From an optimization exercise on the open Yosys and OpenROAD flow, aimed at small area and few clock cycles per item; shortcuts taken in it are not production practice.
In this exercise RTL edits were held to simulation tests only and were not proved equivalent to the original.
Power figures rest on the tool's default switching activity, not on a simulated workload.

--- design/flow/design.v ---
package defs;
    typedef logic [31:0] data_t;
    typedef logic [4:0]  reg_addr_t;
    localparam logic [6:0] OP_LOAD   = 7'b0000011;
    localparam logic [6:0] OP_STORE  = 7'b0100011;
    localparam logic [6:0] OP_IMM    = 7'b0010011;
    localparam logic [6:0] OP_REG    = 7'b0110011;
    localparam logic [6:0] OP_BRANCH = 7'b1100011;
    localparam logic [6:0] OP_JAL    = 7'b1101111;
    localparam logic [6:0] OP_JALR   = 7'b1100111;
    localparam logic [6:0] OP_AUIPC  = 7'b0010111;
    localparam logic [6:0] OP_LUI    = 7'b0110111;
endpackage
`timescale 1ns/1ps
module reg_file
(
    input  logic            clk_i,
    input  logic            rst_i,
    input  defs::reg_addr_t ra1_i,
    input  defs::reg_addr_t ra2_i,
    output defs::data_t     rd1_o,
    output defs::data_t     rd2_o,
    input  logic            we_i,
    input  defs::reg_addr_t wa_i,
    input  defs::data_t     wd_i,
    input  logic            fwd1_i,
    input  logic            fwd2_i,
    input  defs::data_t     fwd_data_i
);
    defs::data_t regs [1:31];
    logic [31:1] live;
    logic [31:1] wsel;
    logic [31:1] sel1;
    logic [31:1] sel2;
    always_comb begin
        for (int i = 1; i < 32; i++) begin
            wsel[i] = we_i && (wa_i == 5'(i));
            sel1[i] = live[i] && !fwd1_i && (ra1_i == 5'(i));
            sel2[i] = live[i] && !fwd2_i && (ra2_i == 5'(i));
        end
    end
    for (genvar b = 0; b < 32; b++) begin : g_bit
        logic [31:1] col;
        for (genvar i = 1; i < 32; i++) begin : g_col
            assign col[i] = regs[i][b];
        end
        rf_rbit u_r1 (.sel_i({fwd1_i, sel1}), .d_i({fwd_data_i[b], col}), .q_o(rd1_o[b]));
        rf_rbit u_r2 (.sel_i({fwd2_i, sel2}), .d_i({fwd_data_i[b], col}), .q_o(rd2_o[b]));
    end
    always_ff @(posedge clk_i) begin
        if (rst_i) begin
            live <= '0;
        end else begin
            live <= live | wsel;
        end
    end
    always_ff @(posedge clk_i) begin
        for (int i = 1; i < 32; i++) begin
            if (wsel[i]) begin
                regs[i] <= wd_i;
            end
        end
    end
endmodule
module rf_rbit
(
    input  logic [32:1] sel_i,
    input  logic [32:1] d_i,
    output logic        q_o
);
    logic [10:0] n;
    for (genvar k = 0; k < 10; k++) begin : g_grp
        rf_aoi3 u_g (.s_i(sel_i[3*k+3:3*k+1]), .d_i(d_i[3*k+3:3*k+1]), .y_o(n[k]));
    end
    rf_aoi2 u_g2 (.s_i(sel_i[32:31]), .d_i(d_i[32:31]), .y_o(n[10]));
    assign q_o = !(&n);
endmodule
module rf_aoi3
(
    input  logic [2:0] s_i,
    input  logic [2:0] d_i,
    output logic       y_o
);
    assign y_o = !(|(s_i & d_i));
endmodule
module rf_aoi2
(
    input  logic [1:0] s_i,
    input  logic [1:0] d_i,
    output logic       y_o
);
    assign y_o = !(|(s_i & d_i));
endmodule
`timescale 1ns/1ps
module alu
(
    input  defs::data_t a_i,
    input  defs::data_t b_i,
    input  logic        cin_i,
    input  logic [1:0]  grp_i,
    input  logic [2:0]  f3_i,
    input  logic        alt_i,
    output defs::data_t y_o
);
    defs::data_t p, g, s, sh;
    logic        cout;
    logic        ltu, lts, eq, taken;
    logic        is_arith;
    alu_add u_add (
        .a_i    (a_i),
        .b_i    (b_i),
        .cin_i  (cin_i),
        .p_o    (p),
        .g_o    (g),
        .s_o    (s),
        .cout_o (cout)
    );
    alu_shift u_shift (
        .a_i     (a_i),
        .shamt_i (b_i[4:0]),
        .fill_i  (alt_i && f3_i[2] && a_i[31]),
        .y_o     (sh)
    );
    assign ltu = !cout;
    assign lts = (a_i[31] ^ b_i[31] ^ cin_i) ? a_i[31] : s[31];
    assign eq  = &p;
    always_comb begin
        case (f3_i)
            3'b000:  taken = eq;
            3'b001:  taken = !eq;
            3'b100:  taken = lts;
            3'b101:  taken = !lts;
            3'b110:  taken = ltu;
            3'b111:  taken = !ltu;
            default: taken = 1'b0;
        endcase
    end
    defs::data_t sh_rev;
    always_comb begin
        for (int i = 0; i < 32; i++) begin
            sh_rev[i] = sh[31-i];
        end
    end
    logic r_sum, r_sl, r_sr, r_xor, r_or, r_and;
    assign is_arith = grp_i == 2'b01;
    assign r_sum = grp_i == 2'b10 || (is_arith && f3_i == 3'b000);
    assign r_sl  = is_arith && f3_i == 3'b001;
    assign r_sr  = is_arith && f3_i == 3'b101;
    assign r_xor = is_arith && f3_i == 3'b100;
    assign r_or  = is_arith && f3_i == 3'b110;
    assign r_and = is_arith && f3_i == 3'b111;
    always_comb begin
        y_o = ({32{r_sum}} & s) | ({32{r_sr}} & sh) | ({32{r_sl}} & sh_rev) | ({32{r_xor}} & p) |
              ({32{r_or}} & (p | g)) | ({32{r_and}} & g);
        y_o[0] = y_o[0] | (is_arith && f3_i == 3'b010 && lts) |
                 (is_arith && f3_i == 3'b011 && ltu) | (grp_i == 2'b11 && taken);
    end
endmodule
module alu_add
(
    input  defs::data_t a_i,
    input  defs::data_t b_i,
    input  logic        cin_i,
    output defs::data_t p_o,
    output defs::data_t g_o,
    output defs::data_t s_o,
    output logic        cout_o
);
    assign p_o = a_i ^ b_i;
    assign g_o = a_i & b_i;
    logic [31:0] cg, cp;
    always_comb begin
        cg = g_o;
        cp = p_o;
        cg[0] = g_o[0] | (p_o[0] & cin_i);
        for (int l = 0; l < 5; l++) begin
            for (int i = 0; i < 32; i++) begin
                if ((i % (2 << l)) == (2 << l) - 1) begin
                    cg[i] = cg[i] | (cp[i] & cg[i - (1 << l)]);
                    cp[i] = cp[i] & cp[i - (1 << l)];
                end
            end
        end
        for (int l = 3; l >= 0; l--) begin
            for (int i = 0; i < 32; i++) begin
                if ((i % (2 << l)) == (1 << l) - 1 && i >= (2 << l)) begin
                    cg[i] = cg[i] | (cp[i] & cg[i - (1 << l)]);
                    cp[i] = cp[i] & cp[i - (1 << l)];
                end
            end
        end
    end
    assign s_o    = p_o ^ {cg[30:0], cin_i};
    assign cout_o = cg[31];
endmodule
module alu_shift
(
    input  defs::data_t a_i,
    input  logic [4:0]  shamt_i,
    input  logic        fill_i,
    output defs::data_t y_o
);
    assign y_o = defs::data_t'($signed({fill_i, a_i}) >>> shamt_i);
endmodule
`timescale 1ns/1ps
module rv32i_exec
(
    input  logic            clk_i,
    input  logic            rst_i,
    input  logic            instr_valid_i,
    output logic            instr_ready_o,
    input  defs::data_t     instr_i,
    input  defs::data_t     pc_i,
    output logic            retire_valid_o,
    input  logic            retire_ready_i,
    output defs::data_t     retire_pc_o,
    output defs::reg_addr_t retire_rd_o,
    output logic            retire_we_o,
    output defs::data_t     retire_data_o
);
    logic [6:0]      op;
    logic [2:0]      f3;
    defs::reg_addr_t rd, rs1, rs2;
    logic            is_reg, is_imm, is_lui, is_auipc, is_jal, is_jalr, is_load, is_store, is_branch;
    logic            is_arith, is_link, writes, sub;
    defs::data_t     imm_i, imm_s, imm_u;
    defs::data_t     rf_rd1, rf_rd2, rs1v, rs2v;
    defs::data_t     a_d, b_d;
    logic [1:0]      grp_d;
    logic            fwd1, fwd2;
    logic            is_sll;
    defs::data_t     a_q, b_q;
    logic            cin_q;
    logic [1:0]      grp_q;
    logic [2:0]      f3_q;
    logic            alt_q;
    defs::reg_addr_t rd_q;
    defs::data_t     result;
    logic            handover;
    assign op  = instr_i[6:0];
    assign f3  = instr_i[14:12];
    assign rd  = instr_i[11:7];
    assign rs1 = instr_i[19:15];
    assign rs2 = instr_i[24:20];
    assign is_reg    = op == defs::OP_REG;
    assign is_imm    = op == defs::OP_IMM;
    assign is_lui    = op == defs::OP_LUI;
    assign is_auipc  = op == defs::OP_AUIPC;
    assign is_jal    = op == defs::OP_JAL;
    assign is_jalr   = op == defs::OP_JALR;
    assign is_load   = op == defs::OP_LOAD;
    assign is_store  = op == defs::OP_STORE;
    assign is_branch = op == defs::OP_BRANCH;
    assign is_arith  = is_reg || is_imm;
    assign is_link   = is_jal || is_jalr;
    assign writes    = is_arith || is_lui || is_auipc || is_link || is_load;
    assign imm_i = {{20{instr_i[31]}}, instr_i[31:20]};
    assign imm_s = {{20{instr_i[31]}}, instr_i[31:25], instr_i[11:7]};
    assign imm_u = {instr_i[31:12], 12'b0};
    assign instr_ready_o = !retire_valid_o || retire_ready_i;
    assign handover      = retire_valid_o && retire_ready_i;
    reg_file u_reg_file (
        .clk_i (clk_i),
        .rst_i (rst_i),
        .ra1_i (rs1),
        .ra2_i (rs2),
        .rd1_o (rf_rd1),
        .rd2_o (rf_rd2),
        .we_i  (handover),
        .wa_i  (rd_q),
        .wd_i  (result),
        .fwd1_i     (fwd1),
        .fwd2_i     (fwd2),
        .fwd_data_i (result)
    );
    assign fwd1 = retire_valid_o && rd_q != '0 && rd_q == rs1;
    assign fwd2 = retire_valid_o && rd_q != '0 && rd_q == rs2;
    assign rs1v = rf_rd1;
    assign rs2v = rf_rd2;
    assign sub = is_branch || (is_arith && (f3 == 3'b010 || f3 == 3'b011)) ||
                 (is_reg && f3 == 3'b000 && instr_i[30]);
    assign is_sll = is_arith && f3 == 3'b001;
    always_comb begin
        a_d = rs1v;
        if (is_sll) begin
            for (int i = 0; i < 32; i++) begin
                a_d[i] = rs1v[31-i];
            end
        end else if (is_auipc || is_link) begin
            a_d = pc_i;
        end else if (is_lui) begin
            a_d = '0;
        end
    end
    always_comb begin
        b_d = imm_i;
        if (is_reg || is_branch) begin
            b_d = rs2v;
        end else if (is_store) begin
            b_d = imm_s;
        end else if (is_lui || is_auipc) begin
            b_d = imm_u;
        end else if (is_link) begin
            b_d = 32'd4;
        end
        if (sub) begin
            b_d = ~b_d;
        end
    end
    always_comb begin
        grp_d = 2'b00;
        if (is_arith) begin
            grp_d = 2'b01;
        end else if (is_lui || is_auipc || is_link || is_load || is_store) begin
            grp_d = 2'b10;
        end else if (is_branch) begin
            grp_d = 2'b11;
        end
    end
    always_ff @(posedge clk_i) begin
        if (rst_i) begin
            retire_valid_o <= 1'b0;
        end else if (instr_ready_o) begin
            retire_valid_o <= instr_valid_i;
        end
    end
    always_ff @(posedge clk_i) begin
        if (instr_ready_o) begin
            a_q         <= a_d;
            b_q         <= b_d;
            cin_q       <= sub;
            grp_q       <= grp_d;
            f3_q        <= f3;
            alt_q       <= instr_i[30];
            rd_q        <= writes ? rd : 5'd0;
            retire_pc_o <= pc_i;
        end
    end
    alu u_alu (
        .a_i   (a_q),
        .b_i   (b_q),
        .cin_i (cin_q),
        .grp_i (grp_q),
        .f3_i  (f3_q),
        .alt_i (alt_q),
        .y_o   (result)
    );
    assign retire_rd_o   = rd_q;
    assign retire_we_o   = rd_q != '0;
    assign retire_data_o = result;
endmodule
--- design/flow/flow/run.sh ---
#!/bin/bash
# The standard layout with two changes: the smallest buffer on the ports,
# and a clock tree of larger sink clusters without dummy loads.
set -euo pipefail
cd "$(dirname "$0")/.."
CTS="-sink_clustering_enable -repair_clock_nets -dont_use_dummy_load -buf_list sky130_fd_sc_hd__clkbuf_16 -sink_clustering_size 28 -sink_clustering_max_diameter 64"
bash ./standard.sh "BUFFER_PORTS_ARGS=-buffer_cell sky130_fd_sc_hd__buf_1" "CTS_ARGS=$CTS" finish > orfs_make.log 2>&1
--- design/flow/standard.sh ---
#!/bin/bash
# synth_recipe.tcl (not shown) runs the flow's synth.tcl, then flattens the netlist and writes it again
# the make line also repeats each setting of config.mk as NAME=value (left out here)
make -C /OpenROAD-flow-scripts/flow DESIGN_CONFIG=/design/flow/config.mk WORK_HOME=/design/flow/orfs CLKGATE_MAP_FILE= SYNTH_SCRIPT=/design/flow/synth_recipe.tcl "${@:-finish}"
--- design/flow/config.mk ---
export PLATFORM = sky130hd
export DESIGN_NAME = rv32i_exec
export DESIGN_NICKNAME = rv32i_exec
export VERILOG_FILES = /design/flow/design.v
export SDC_FILE = /design/flow/constraint.sdc
export NUM_CORES = 4
export LEC_CHECK = 0
export CAP_MARGIN = 20
export CORE_MARGIN = 2
export CORE_UTILIZATION = 45
export SLEW_MARGIN = 20
export SYNTH_HIERARCHICAL = 1
--- design/flow/constraint.sdc ---
create_clock -name core_clock -period 6.5 [get_ports {clk_i}]
set_input_delay 1.3000 -clock core_clock [delete_from_list [all_inputs] [get_ports {clk_i}]]
set_output_delay 1.3000 -clock core_clock [all_outputs]
set_load 0.01 [all_outputs]
==> reports/results.txt <==
Area grow syn2layout - 11.8%
Yosys cell types - 90
Fin crit period - 6.30 ns
Worst-margin pin slew - 1.36 ns
#FFs+latches synth - 1132
R2r endpoint - a_q[0]
Die ar. - 0.114 mm^2
Final TNS setup - 0 ns
Starting density of the core - 45.4%
Routed wl met3 - 38100 um
Sequential area share after synthesis - 67.0%
Lkg Pwr - 18.8 nW
Reg power frac - 58.9%
Number of synthesized flops with an enable pin - 1100
Ys flop type - edfxtp_1
Hold Crit Depth - 2
Crit path max fanout - 4
Yosys warnings - 11
Maxcap violations - 0
Chip Height - 338 um
Avg Cell Area, Syn - 16.0 um^2
Reg2reg path depth - 22
Hpwl dp - 147000 um
Grt ovf - 0
Max frequency - 0.159 GHz
Clock network power share - 33.8%
CP cell instances - inv_1, fa_1, inv_1, fa_1, a211oi_1, o21ai_2, o2111ai_2, o22a_1, o31a_1, o21ai_1, fa_1, xor2_1, maj3_2, mux2i_1, xnor2_1, o211ai_4, buf_1
CP peak stage delay - 0.42 ns
Met2 wire len - 92600 um
CP max stage cell - edfxtp_1
CTS clk-pin slew, worst paths - 0.09 ns
Root Buffer - clkbuf_16
CORE AREA - 0.111 mm^2
Largest net degree at the start of global routing - 62
Later-pin clock latency in the skew report - 0.73 ns
Post-CTS Setup Bufs - 0
GRT Util Overall - 37.6%
Row count - 122
Global-route wire length before repair - 303000 um
Sum of routed wire length over all layers - 223000 um
Via/cell ratio - 8.17
Pins Over Slew Limit - 0
Data required time at the worst endpoint - 5.20 ns
Clock skew - 0.125 ns
Clock Sinks - 1132
Total power divided by cell area - 249 mW/mm^2
Final Cycle Share - 96.9%
Fin nets - 3590
Most common cell after layout, fill and taps aside - edfxtp_1
WL met1 - 75200 um
Worst R2R Setup Slack - 0.86 ns
Num CTS Buffers - 85
Cells after synthesis - 3150
Wire length per cell - 44.9 um
Startpoint Class - flop
Worst reg2reg startpoint - cin_q
DR vias - 40568
Layout cell share with drive strength beyond 1 - 14.5%
Async set-reset flop share out of synthesis - 0%
Hold-fix buffers, CTS - 0
Mapped cell area - 0.0503 mm^2
Post-cts resize count - 0
I/O pin cnt - 140
Hold path startpoint - u_reg_file.live[15]
Top routing layer in use - met5
Sw power - 3.27 mW
Maximum VDD drop - 0.000183 V
Initial antenna violation count - 17
Initial drt markers - 11642
Switching Share - 23.4%
Unrepaired setup endpoints after global routing - no
Fin. Hold Viols - 0
Max H-tree Level - 3
Cell repeated most along the worst path - fa_1
TritonCTS clock tree - built
Critical path class - flop to primary output
Crit. End Element - primary output
Combinational power share - 7.3%
Mapped Nets - 3267
# DRC - 0
Worst slew margin - 9.60%
Chip width - 338 um
Longest Clk Path Bufs - 3
Worst hold path type - flop to flop
Worst EP arrival - 5.00 ns
Setup-failing EPs final - 0
Final ANT Viol Nets - 0
Commonest non-fill, non-tap cells in the layout - edfxtp_1, a222oi_1, buf_4
Pre-antenna DRT Iters - 17
Vias in the first global route - 37561
Outcome - finished clean
Worst hold-check slack - 0.483 ns
Internal power - 10.7 mW
IO buf count - 139
Hold EP - u_reg_file.live[15]
RD Place Congestion - 0.968
-- synthesized netlist by cell type (all sizes together), types with 16 or more instances --
| library cell | n | area share (%) |
|---|---|---|
| inv | 67 | 0.50 |
| a222oi | 642 | 13 |
| o21ai | 19 | 0.20 |
| or3 | 67 | 0.83 |
| ha | 32 | 0.80 |
| edfxtp | 1100 | 66 |
| a221oi | 24 | 0.56 |
| clkbuf | 31 | 0.23 |
| mux4 | 31 | 1.4 |
| xnor2 | 45 | 0.78 |
| nor2 | 89 | 0.68 |
| dfxtp | 32 | 1.3 |
| a21o | 27 | 0.40 |
| mux2 | 16 | 0.36 |
| a21oi | 58 | 0.59 |
| buf | 62 | 0.85 |
| nand3 | 102 | 1.0 |
| nand2 | 64 | 0.48 |
| nand4 | 140 | 1.7 |
| and3 | 65 | 0.81 |
| o22ai | 34 | 0.46 |
| mux2i | 38 | 0.76 |
| fa | 17 | 0.68 |
| nor2b | 16 | 0.21 |
| a22oi | 173 | 3.2 |
-- cells by family (layout without fill, tap and decap cells) --
kind of cell,Yosys count,count (layout),synth area share (%)
muxes,85,85,2.50
buffers and inverters,161,482,1.59
DFF,1132,1132,67.0
AOI/OAI and AO/OA,1040,1040,19.3
xor gates and xnor gates,60,60,1.05
adders and majority gates,50,50,1.50
and+or+nand+nor,622,622,7.09
other,0,5,0
-- state kept, by name, summed over array words and instances (netlist names) --
register / flops
a_q: 32
alt_q: 1
b_q: 32
cin_q: 1
f3_q: 3
grp_q: 2
rd_q: 5
retire_pc_o: 32
retire_valid_o: 1
u_reg_file.live: 31
u_reg_file.regs: 992
-- worst max-delay path by stage --
stage	endpoint	depth (start not counted)	slack, ns	from
floorplan	b_q[2]	11	0.86	instr_i[22]
global placement	b_q[23]	12	0.50	instr_i[20]
detailed placement	b_q[23]	12	0.48	instr_i[20]
CTS	retire_data_o[0]	17	0.1	cin_q
global route	retire_data_o[0]	17	0.002	a_q[0]
finish	retire_data_o[0]	17	0.20	cin_q
-- Yosys stat by module, one instance, submodules excluded, excerpt --
module	cells inside	flops+latches	times used	cell area [um^2]
reg_file	1246	1023	1	31700
alu_shift	227	0	1	2110
alu	182	0	1	1150
rf_rbit	4	0	64	23.8
rf_aoi2	1	0	64	12.5
rf_aoi3	1	0	640	10.0
-- worst max-delay path: cells and delay by family, from the launching register on --
kind,cells,cell delay [ns]
compound gates,7,1.60
fa+ha+maj,4,1.32
buf+inv,3,0.54
flops,1,0.42
xor+xnor,2,0.31
mux,1,0.16
-- layout make-up --
type	count	area [um^2]
Tap cell	1488	1860
Timing Repair Buffer	329	2040
Antenna cell	5	12.5
Multi-Input combinational cell	1857	16200
Sequential cell	1132	33700
Fill cell	9088	54500
Clock buffer	85	2130
Inverter	68	255
-- power groups by stage --
stage	clock [mW]	sequential, mW	combinational, mW
floorplan	0	8.36	0.540
global placement	0	8.39	0.975
detailed placement	0	8.39	0.990
CTS	4.72	8.23	0.993
global route	4.99	8.24	1.07
finish	4.73	8.23	1.02
-- stage by stage --
step / instances / power, mW / utilization [%] / cell area, um^2 / setup WS, ns
after CTS: 4959 / 13.9 / 50.7 / 56100 / 0.0961
final: 4964 / 14.0 / 50.7 / 56200 / 0.204
after global placement: 4872 / 9.37 / 48.8 / 54000 / 0.497
after floorplan: 3150 / 8.90 / - / 50300 / 0.859
after detailed placement: 4874 / 9.38 / 48.8 / 54000 / 0.479
after global routing: 4959 / 14.3 / 50.7 / 56200 / 0.00155
-- per-layer routing --
layer  vias to the layer above  track usage (%)
li1                      15223                -
met1                     20253             49.0
met2                      4222             53.3
met3                       852             13.7
met4                        18             23.5
met5                         -           0.0833
Testbench counts, summed over its fixed seeds: cycles 16,008, items 16,000.

-- port drivers added, routing unchanged --
No port has a modelled driver above. Below, the same layout with a new extraction and two added sets of constraints. Step 1 (the two cells are an assumption about what drives the block):
set clk [get_ports {clk_i}]
set_driving_cell -lib_cell sky130_fd_sc_hd__clkbuf_16 $clk
set_driving_cell -lib_cell sky130_fd_sc_hd__buf_2 [delete_from_list [all_inputs] $clk]
Step 2 times the ports against the registers' clock, not the clock port: input delays grow and output delays shrink by t, the midpoint of the rising clock arrivals with the driver on. Slacks: ideal / step 1 / step 2; pairs: ideal / step 1.
t (ns): 0.736
setup WS [ns]: 0.204 / 0.134 / 0.336
worst slew at a driven data input, ns: 0.04
After both steps setup and hold are still met in this run. For this run, drivers alone change the setup slack by -0.070 ns; drivers and shift together by +0.132 ns.
